Source: an optimization exercise on an open RTL-to-GDS flow (aim: small area, a short achievable clock period and few clock cycles per item). Production flows keep margins and buffers that such runs may drop.
At most, simulation tests tie the RTL to the original design; equivalence was not proved.
Power and IR drop assume default switching activity.

the baseline:
==> flow/design.v <==
package mfs_pkg;
    localparam int QUEUE_DEPTH = 16;
    localparam int CNT_W       = $clog2(QUEUE_DEPTH + 1);
    localparam int REQ_W       = 2;
    localparam int SRC_W       = 16;
    localparam int MSG_W       = 32;
    localparam int PRI_W       = 8;
    localparam int OCC_W       = 5;
    localparam int ENT_W       = SRC_W + MSG_W + PRI_W;
    localparam logic [REQ_W-1:0] REQ_ENQUEUE = 2'd0;
    localparam logic [REQ_W-1:0] REQ_DEQUEUE = 2'd1;
    localparam logic [REQ_W-1:0] REQ_SEARCH  = 2'd2;
    localparam logic [REQ_W-1:0] REQ_CLEAR   = 2'd3;
endpackage
module mfs_store (
    input  logic                                  i_clk,
    input  logic                                  i_shift,
    input  logic [mfs_pkg::ENT_W-1:0]             i_wr_entry,
    input  logic [mfs_pkg::MSG_W-1:0]             i_key,
    output logic [mfs_pkg::QUEUE_DEPTH-1:0]       o_hit,
    output logic [mfs_pkg::QUEUE_DEPTH*mfs_pkg::ENT_W-1:0] o_slots
);
    logic [mfs_pkg::ENT_W-1:0] r_mem [0:mfs_pkg::QUEUE_DEPTH-1];
    always_ff @(posedge i_clk) begin
        if (i_shift) begin
            r_mem[0] <= i_wr_entry;
            for (int i = 1; i < mfs_pkg::QUEUE_DEPTH; i++)
                r_mem[i] <= r_mem[i-1];
        end
    end
    always_comb begin
        for (int i = 0; i < mfs_pkg::QUEUE_DEPTH; i++) begin
            o_slots[i*mfs_pkg::ENT_W +: mfs_pkg::ENT_W] = r_mem[i];
            o_hit[i]  = (r_mem[i][mfs_pkg::PRI_W +: mfs_pkg::MSG_W] == i_key);
        end
    end
endmodule
module mfs_ctrl (
    input  logic [mfs_pkg::QUEUE_DEPTH-1:0]       i_pick,
    input  logic [mfs_pkg::QUEUE_DEPTH*mfs_pkg::ENT_W-1:0] i_slots,
    output logic                                  o_found,
    output logic [mfs_pkg::ENT_W-1:0]             o_entry
);
    always_comb begin
        o_found = |i_pick;
        o_entry = '0;
        for (int i = 0; i < mfs_pkg::QUEUE_DEPTH; i++)
            o_entry = o_entry | ({mfs_pkg::ENT_W{i_pick[i]}} & i_slots[i*mfs_pkg::ENT_W +: mfs_pkg::ENT_W]);
    end
endmodule
module message_fifo_with_search_unit (
    input  logic       i_clk,
    input  logic       i_rst_n,
    input  logic                             i_req_valid,
    output logic                             o_req_ready,
    input  logic        [mfs_pkg::REQ_W-1:0] i_req_type,
    input  logic        [mfs_pkg::SRC_W-1:0] i_req_source,
    input  logic signed [mfs_pkg::MSG_W-1:0] i_req_message,
    input  logic        [mfs_pkg::PRI_W-1:0] i_req_priority,
    output logic                             o_rsp_valid,
    input  logic                             i_rsp_ready,
    output logic                             o_rsp_ok,
    output logic        [mfs_pkg::SRC_W-1:0] o_rsp_source,
    output logic signed [mfs_pkg::MSG_W-1:0] o_rsp_message,
    output logic        [mfs_pkg::PRI_W-1:0] o_rsp_priority,
    output logic        [mfs_pkg::OCC_W-1:0] o_rsp_occupancy
);
    localparam int D = mfs_pkg::QUEUE_DEPTH;
    logic [D-1:0]               r_valid;     
    logic [mfs_pkg::CNT_W-1:0]  r_count;
    logic                       r_b_valid;
    logic                       r_b_ok;      
    logic [D-1:0]               r_b_pick;
    logic                       r_out_valid;
    logic                       r_out_ok;
    logic [mfs_pkg::ENT_W-1:0]  r_out_entry;
    logic [mfs_pkg::OCC_W-1:0]  r_out_occ;
    logic                       accept;
    logic                       full;
    logic                       empty;
    logic                       is_enq, is_deq, is_srch, is_clr;
    logic                       shift;
    logic [D-1:0]               hit;
    logic [D-1:0]               front;
    logic [D-1:0]               cand;
    logic [D-1:0]               above;
    logic [D-1:0]               first;
    logic [D*mfs_pkg::ENT_W-1:0] slots;
    logic                       found;
    logic [mfs_pkg::ENT_W-1:0]  entry;
    logic                       b_move;
    assign full    = r_valid[D-1];
    assign empty   = !r_valid[0];
    assign is_enq  = (i_req_type == mfs_pkg::REQ_ENQUEUE);
    assign is_deq  = (i_req_type == mfs_pkg::REQ_DEQUEUE);
    assign is_srch = (i_req_type == mfs_pkg::REQ_SEARCH);
    assign is_clr  = (i_req_type == mfs_pkg::REQ_CLEAR);
    assign b_move      = !r_out_valid || i_rsp_ready;
    assign o_req_ready = !r_b_valid || b_move;
    assign accept      = i_req_valid && o_req_ready;
    assign shift       = accept && is_enq && !full;
    assign front = r_valid & ~{1'b0, r_valid[D-1:1]};
    always_comb begin
        cand = hit & r_valid;
        above[D-1] = 1'b0;
        for (int i = D - 2; i >= 0; i--)
            above[i] = above[i+1] | cand[i+1];
        first = cand & ~above;
    end
    mfs_store u_store (
        .i_clk      (i_clk),
        .i_shift    (shift),
        .i_wr_entry ({i_req_source, i_req_message, i_req_priority}),
        .i_key      (i_req_message),
        .o_hit      (hit),
        .o_slots    (slots)
    );
    mfs_ctrl u_pick (
        .i_pick  (r_b_pick),
        .i_slots (slots),
        .o_found (found),
        .o_entry (entry)
    );
    always_ff @(posedge i_clk) begin
        if (!i_rst_n) begin
            r_valid   <= '0;
            r_count   <= '0;
            r_b_valid <= 1'b0;
        end else begin
            if (accept) begin
                r_b_valid <= 1'b1;
                if (is_enq && !full) begin
                    r_valid <= {r_valid[D-2:0], 1'b1};
                    r_count <= r_count + 1'b1;
                end else if (is_deq && !empty) begin
                    r_valid <= {1'b0, r_valid[D-1:1]};
                    r_count <= r_count - 1'b1;
                end else if (is_clr) begin
                    r_valid <= '0;
                    r_count <= '0;
                end
            end else if (b_move) begin
                r_b_valid <= 1'b0;
            end
        end
    end
    always_ff @(posedge i_clk) begin
        if (accept) begin
            r_b_ok   <= (is_enq && !full) || is_clr;
            r_b_pick <= is_deq ? front : (is_srch ? first : '0);
        end
    end
    always_ff @(posedge i_clk) begin
        if (!i_rst_n) begin
            r_out_valid <= 1'b0;
        end else if (r_b_valid && b_move) begin
            r_out_valid <= 1'b1;
        end else if (i_rsp_ready) begin
            r_out_valid <= 1'b0;
        end
    end
    always_ff @(posedge i_clk) begin
        if (r_b_valid && b_move) begin
            r_out_ok    <= r_b_ok || found;
            r_out_entry <= entry;
            r_out_occ   <= r_count;
        end
    end
    assign o_rsp_valid     = r_out_valid;
    assign o_rsp_ok        = r_out_ok;
    assign o_rsp_source    = r_out_entry[mfs_pkg::PRI_W + mfs_pkg::MSG_W +: mfs_pkg::SRC_W];
    assign o_rsp_message   = r_out_entry[mfs_pkg::PRI_W +: mfs_pkg::MSG_W];
    assign o_rsp_priority  = r_out_entry[0 +: mfs_pkg::PRI_W];
    assign o_rsp_occupancy = r_out_occ;
endmodule
clock: 5.0 ns
lec_check: 0
cap_margin: 20
core_margin: 2
core_utilization: 40
slew_margin: 20
run.sh (not shown) runs the stock make flow with config.mk's settings and CLKGATE_MAP_FILE= SYNTH_SCRIPT=/design/flow/synth_recipe.tcl, a recipe that flattens the netlist after the stock synthesis.
### the baseline -> the candidate
--- a/flow/design.v
+++ b/flow/design.v
@@ -41,11 +41,17 @@
     output logic                                  o_found,
     output logic [mfs_pkg::ENT_W-1:0]             o_entry
 );
+    logic [mfs_pkg::QUEUE_DEPTH-1:0] above;
+    logic [mfs_pkg::QUEUE_DEPTH-1:0] sel;
     always_comb begin
+        above[mfs_pkg::QUEUE_DEPTH-1] = 1'b0;
+        for (int i = mfs_pkg::QUEUE_DEPTH - 2; i >= 0; i--)
+            above[i] = above[i+1] | i_pick[i+1];
+        sel     = i_pick & ~above;
         o_found = |i_pick;
         o_entry = '0;
         for (int i = 0; i < mfs_pkg::QUEUE_DEPTH; i++)
-            o_entry = o_entry | ({mfs_pkg::ENT_W{i_pick[i]}} & i_slots[i*mfs_pkg::ENT_W +: mfs_pkg::ENT_W]);
+            o_entry = o_entry | ({mfs_pkg::ENT_W{sel[i]}} & i_slots[i*mfs_pkg::ENT_W +: mfs_pkg::ENT_W]);
     end
 endmodule
 module message_fifo_with_search_unit (
@@ -82,9 +88,6 @@
     logic                       shift;
     logic [D-1:0]               hit;
     logic [D-1:0]               front;
-    logic [D-1:0]               cand;
-    logic [D-1:0]               above;
-    logic [D-1:0]               first;
     logic [D*mfs_pkg::ENT_W-1:0] slots;
     logic                       found;
     logic [mfs_pkg::ENT_W-1:0]  entry;
@@ -100,13 +103,6 @@
     assign accept      = i_req_valid && o_req_ready;
     assign shift       = accept && is_enq && !full;
     assign front = r_valid & ~{1'b0, r_valid[D-1:1]};
-    always_comb begin
-        cand = hit & r_valid;
-        above[D-1] = 1'b0;
-        for (int i = D - 2; i >= 0; i--)
-            above[i] = above[i+1] | cand[i+1];
-        first = cand & ~above;
-    end
     mfs_store u_store (
         .i_clk      (i_clk),
         .i_shift    (shift),
@@ -147,7 +143,7 @@
     always_ff @(posedge i_clk) begin
         if (accept) begin
             r_b_ok   <= (is_enq && !full) || is_clr;
-            r_b_pick <= is_deq ? front : (is_srch ? first : '0);
+            r_b_pick <= is_deq ? front : (is_srch ? (hit & r_valid) : '0);
         end
     end
     always_ff @(posedge i_clk) begin
--- outcome ---
On the candidate: wire length of the first global-routing pass is about 6.6% lower than what the baseline gave.
Note that the combined area of the multi-input logic cells recorded for the baseline amounts to 0.895 times the value seen in the candidate.
The baseline has higher routing usage on met2 than the candidate.
[compare] base=the baseline new=the candidate: met3 wirelength from detailed routing dropped 24%; sequential power barely changed; data arrival time at the worst-slack endpoint dropped 740 ps; met1 usage in global routing dropped 5.9 points; core area climbed 3.4%.
Looking at full die area across both flows, the candidate is the weaker of the two, with the baseline ahead.
Per the comparison of the candidate with the baseline, global-route usage went down by 3.7 points, number of clock buffer instances in the layout went up by about 8%.
Critical path class = primary input to register: the baseline; critical path class = register to register: the candidate
Testbench counts of the candidate, summed over its fixed seeds: cycles 24,016, items 24,000.
The RTL of the baseline was laid out without a check of its function.

---

== run B ==
Another version of the RTL of message_fifo_with_search_unit (not shown whole).
Size in the first run: about 3100 cells after synthesis, about 990 flip-flops, ~130 I/O pins.
==> module mfs_ctrl, before the edit <==
module mfs_ctrl (
    input  logic [mfs_pkg::QUEUE_DEPTH-1:0]       i_pick,
    input  logic [mfs_pkg::QUEUE_DEPTH*mfs_pkg::ENT_W-1:0] i_slots,
    output logic                                  o_found,
    output logic [mfs_pkg::ENT_W-1:0]             o_entry
);
    logic [mfs_pkg::QUEUE_DEPTH-1:0] above;
    logic [mfs_pkg::QUEUE_DEPTH-1:0] sel;
    always_comb begin
        above[mfs_pkg::QUEUE_DEPTH-1] = 1'b0;
        for (int i = mfs_pkg::QUEUE_DEPTH - 2; i >= 0; i--)
            above[i] = above[i+1] | i_pick[i+1];
        sel     = i_pick & ~above;
        o_found = |i_pick;
        o_entry = '0;
        for (int i = 0; i < mfs_pkg::QUEUE_DEPTH; i++)
            o_entry = o_entry | ({mfs_pkg::ENT_W{sel[i]}} & i_slots[i*mfs_pkg::ENT_W +: mfs_pkg::ENT_W]);
    end
endmodule
==> module message_fifo_with_search_unit, before the edit <==
module message_fifo_with_search_unit (
    input  logic       i_clk,
    input  logic       i_rst_n,
    input  logic                             i_req_valid,
    output logic                             o_req_ready,
    input  logic        [mfs_pkg::REQ_W-1:0] i_req_type,
    input  logic        [mfs_pkg::SRC_W-1:0] i_req_source,
    input  logic signed [mfs_pkg::MSG_W-1:0] i_req_message,
    input  logic        [mfs_pkg::PRI_W-1:0] i_req_priority,
    output logic                             o_rsp_valid,
    input  logic                             i_rsp_ready,
    output logic                             o_rsp_ok,
    output logic        [mfs_pkg::SRC_W-1:0] o_rsp_source,
    output logic signed [mfs_pkg::MSG_W-1:0] o_rsp_message,
    output logic        [mfs_pkg::PRI_W-1:0] o_rsp_priority,
    output logic        [mfs_pkg::OCC_W-1:0] o_rsp_occupancy
);
    localparam int D = mfs_pkg::QUEUE_DEPTH;
    logic [D-1:0]               r_valid;     
    logic                       r_b_valid;
    logic                       r_b_ok;      
    logic [D-1:0]               r_b_pick;
    logic                       r_out_valid;
    logic                       r_both;      
    logic                       r_out_ok;
    logic [mfs_pkg::ENT_W-1:0]  r_out_entry;
    logic [mfs_pkg::OCC_W-1:0]  r_out_occ;
    logic                       accept;
    logic                       full;
    logic                       empty;
    logic                       is_enq, is_deq, is_srch, is_clr;
    logic                       shift;
    logic [D-1:0]               hit;
    logic [D-1:0]               front;
    logic [D*mfs_pkg::ENT_W-1:0] slots;
    logic                       found;
    logic [mfs_pkg::ENT_W-1:0]  entry;
    logic                       b_move;
    logic                       n_b_valid;
    logic                       n_out_valid;
    logic [mfs_pkg::OCC_W-1:0]  occ;
    assign full    = r_valid[D-1];
    assign empty   = !r_valid[0];
    assign is_enq  = (i_req_type == mfs_pkg::REQ_ENQUEUE);
    assign is_deq  = (i_req_type == mfs_pkg::REQ_DEQUEUE);
    assign is_srch = (i_req_type == mfs_pkg::REQ_SEARCH);
    assign is_clr  = (i_req_type == mfs_pkg::REQ_CLEAR);
    assign b_move      = !r_out_valid || i_rsp_ready;
    assign o_req_ready = !r_both || i_rsp_ready;
    assign accept      = i_req_valid && o_req_ready;
    assign shift       = accept && is_enq && !full;
    assign front = r_valid & ~{1'b0, r_valid[D-1:1]};
    always_comb begin
        occ = '0;
        for (int i = 0; i < D; i++)
            if (front[i])
                occ = occ | mfs_pkg::OCC_W'(i + 1);
    end
    mfs_store u_store (
        .i_clk      (i_clk),
        .i_shift    (shift),
        .i_wr_entry ({i_req_source, i_req_message, i_req_priority}),
        .i_key      (i_req_message),
        .o_hit      (hit),
        .o_slots    (slots)
    );
    mfs_ctrl u_pick (
        .i_pick  (r_b_pick),
        .i_slots (slots),
        .o_found (found),
        .o_entry (entry)
    );
    always_ff @(posedge i_clk) begin
        if (!i_rst_n) begin
            r_valid <= '0;
        end else if (accept) begin
            if (is_enq && !full)
                r_valid <= {r_valid[D-2:0], 1'b1};
            else if (is_deq && !empty)
                r_valid <= {1'b0, r_valid[D-1:1]};
            else if (is_clr)
                r_valid <= '0;
        end
    end
    always_comb begin
        n_b_valid = r_b_valid;
        if (accept)
            n_b_valid = 1'b1;
        else if (b_move)
            n_b_valid = 1'b0;
        n_out_valid = r_out_valid;
        if (r_b_valid && b_move)
            n_out_valid = 1'b1;
        else if (i_rsp_ready)
            n_out_valid = 1'b0;
    end
    always_ff @(posedge i_clk) begin
        if (!i_rst_n) begin
            r_b_valid   <= 1'b0;
            r_out_valid <= 1'b0;
            r_both      <= 1'b0;
        end else begin
            r_b_valid   <= n_b_valid;
            r_out_valid <= n_out_valid;
            r_both      <= n_b_valid && n_out_valid;
        end
    end
    always_ff @(posedge i_clk) begin
        if (accept) begin
            r_b_ok   <= (is_enq && !full) || is_clr;
            r_b_pick <= is_deq ? front : (is_srch ? (hit & r_valid) : '0);
        end
    end
    always_ff @(posedge i_clk) begin
        if (r_b_valid && b_move) begin
            r_out_ok    <= r_b_ok || found;
            r_out_entry <= entry;
            r_out_occ   <= occ;
        end
    end
    assign o_rsp_valid     = r_out_valid;
    assign o_rsp_ok        = r_out_ok;
    assign o_rsp_source    = r_out_entry[mfs_pkg::PRI_W + mfs_pkg::MSG_W +: mfs_pkg::SRC_W];
    assign o_rsp_message   = r_out_entry[mfs_pkg::PRI_W +: mfs_pkg::MSG_W];
    assign o_rsp_priority  = r_out_entry[0 +: mfs_pkg::PRI_W];
    assign o_rsp_occupancy = r_out_occ;
endmodule
clock: 5.0 ns
lec_check: 0
cap_margin: 20
core_margin: 2
core_utilization: 40
setup_slack_margin: 2.5
slew_margin: 20
Changes in run X relative to run B:
--- a/flow/design.v
+++ b/flow/design.v
@@ -37,21 +37,28 @@
 endmodule
 module mfs_ctrl (
     input  logic [mfs_pkg::QUEUE_DEPTH-1:0]       i_pick,
+    input  logic [mfs_pkg::QUEUE_DEPTH/4-1:0]     i_grp,
     input  logic [mfs_pkg::QUEUE_DEPTH*mfs_pkg::ENT_W-1:0] i_slots,
     output logic                                  o_found,
     output logic [mfs_pkg::ENT_W-1:0]             o_entry
 );
-    logic [mfs_pkg::QUEUE_DEPTH-1:0] above;
-    logic [mfs_pkg::QUEUE_DEPTH-1:0] sel;
-    always_comb begin
-        above[mfs_pkg::QUEUE_DEPTH-1] = 1'b0;
-        for (int i = mfs_pkg::QUEUE_DEPTH - 2; i >= 0; i--)
-            above[i] = above[i+1] | i_pick[i+1];
-        sel     = i_pick & ~above;
-        o_found = |i_pick;
+    localparam int G = mfs_pkg::QUEUE_DEPTH / 4;
+    logic [G-1:0]              gsel;
+    logic [mfs_pkg::ENT_W-1:0] gval [0:G-1];
+    always_comb begin
+        for (int g = 0; g < G; g++) begin
+            gsel[g] = i_grp[g];
+            for (int h = g + 1; h < G; h++)
+                gsel[g] = gsel[g] & !i_grp[h];
+            gval[g] = '0;
+            for (int k = 0; k < 4; k++)
+                gval[g] = gval[g] | ({mfs_pkg::ENT_W{i_pick[4*g+k]}}
+                                     & i_slots[(4*g+k)*mfs_pkg::ENT_W +: mfs_pkg::ENT_W]);
+        end
+        o_found = |i_grp;
         o_entry = '0;
-        for (int i = 0; i < mfs_pkg::QUEUE_DEPTH; i++)
-            o_entry = o_entry | ({mfs_pkg::ENT_W{sel[i]}} & i_slots[i*mfs_pkg::ENT_W +: mfs_pkg::ENT_W]);
+        for (int g = 0; g < G; g++)
+            o_entry = o_entry | ({mfs_pkg::ENT_W{gsel[g]}} & gval[g]);
     end
 endmodule
 module message_fifo_with_search_unit (
@@ -72,10 +79,12 @@
     output logic        [mfs_pkg::OCC_W-1:0] o_rsp_occupancy
 );
     localparam int D = mfs_pkg::QUEUE_DEPTH;
+    localparam int G = D / 4;
     logic [D-1:0]               r_valid;     
     logic                       r_b_valid;
     logic                       r_b_ok;      
-    logic [D-1:0]               r_b_pick;
+    logic [D-1:0]               r_b_pick;    
+    logic [G-1:0]               r_b_grp;     
     logic                       r_out_valid;
     logic                       r_both;      
     logic                       r_out_ok;
@@ -88,6 +97,9 @@
     logic                       shift;
     logic [D-1:0]               hit;
     logic [D-1:0]               front;
+    logic [D-1:0]               cand;
+    logic [D-1:0]               lfirst;
+    logic [G-1:0]               gany;
     logic [D*mfs_pkg::ENT_W-1:0] slots;
     logic                       found;
     logic [mfs_pkg::ENT_W-1:0]  entry;
@@ -120,8 +132,19 @@
         .o_hit      (hit),
         .o_slots    (slots)
     );
+    always_comb begin
+        cand = is_deq ? front : (is_srch ? (hit & r_valid) : '0);
+        for (int g = 0; g < G; g++) begin
+            gany[g] = |cand[4*g +: 4];
+            lfirst[4*g+3] = cand[4*g+3];
+            lfirst[4*g+2] = cand[4*g+2] & !cand[4*g+3];
+            lfirst[4*g+1] = cand[4*g+1] & !cand[4*g+2] & !cand[4*g+3];
+            lfirst[4*g+0] = cand[4*g+0] & !cand[4*g+1] & !cand[4*g+2] & !cand[4*g+3];
+        end
+    end
     mfs_ctrl u_pick (
         .i_pick  (r_b_pick),
+        .i_grp   (r_b_grp),
         .i_slots (slots),
         .o_found (found),
         .o_entry (entry)
@@ -164,7 +187,8 @@
     always_ff @(posedge i_clk) begin
         if (accept) begin
             r_b_ok   <= (is_enq && !full) || is_clr;
-            r_b_pick <= is_deq ? front : (is_srch ? (hit & r_valid) : '0);
+            r_b_pick <= lfirst;
+            r_b_grp  <= gany;
         end
     end
     always_ff @(posedge i_clk) begin
## What came out
No stage failed in run X, and the final checks on the layout all came back clean.
Measured against each other, run X and run B differ in hold slack, the higher figure coming from run X.
Higher overall fraction of global-route tracks in use among run X and run B: run X
Compared with run B, run X is the less power-hungry design.
Against run B, run X comes in 8.7 ps higher on shortest period the worst path allows.
Diff run B -> run X: register cell area after layout higher; timing-limited maximum frequency shows a reduction of 0.33%; proportion of cell area spent on the clock network decreased by 0.22 points relative to the old numbers.
Run X ended with less routability-driven placement congestion ratio than run B.
Sort run X and run B by total detailed-routing wirelength, descending, and run X comes first.
Run X vs run B: non-clock buffer count in the final layout up in run X
The number of rows created at floorplan of run X falls short of that of run B by 1.
Run X: global routing usage on met2 higher than run B
Testbench counts of run X, summed over its fixed seeds: cycles 24,016, items 24,000.
Function not checked in run B: the RTL went through the layout flow alone.

[static timing again, ports no longer ideal]
The results above use ideal ports. As a check the final layouts listed here were re-extracted and re-timed, cells and wires unchanged.
Step 1: set_driving_cell puts a clkbuf_16 on i_clk and a buf_2 on each other input, an assumption about the parent block.
Step 2, shift: input delay + t, output delay - t, t = (earliest + latest rising clock arrival at the registers) / 2. This alone moves slack from input paths to output paths.
Slacks: no drivers / after step 1 / after step 2; pairs: no drivers / after step 1.
run | t (ns) | setup slack, ns | worst setup path after step 2 | latest minus earliest clock arrival (ns) | worst slew at a driven data input, ns
the baseline | 0.760 | 0.805 / 0.848 / 0.088 | input to register | 0.043 / 0.043 | 0.11
the candidate | 0.736 | 1.511 / 1.511 / 0.997 | input to register | 0.034 / 0.035 | 0.07
run B | 0.749 | 2.401 / 2.401 / 1.770 | input to register | 0.034 / 0.034 | 0.06
run X | 0.755 | 2.392 / 2.392 / 1.697 | input to register | 0.044 / 0.044 | 0.08
After both steps every run listed still meets setup and hold. For the baseline, which loses most, drivers alone change the setup slack by +0.043 ns; drivers and shift together by -0.717 ns.
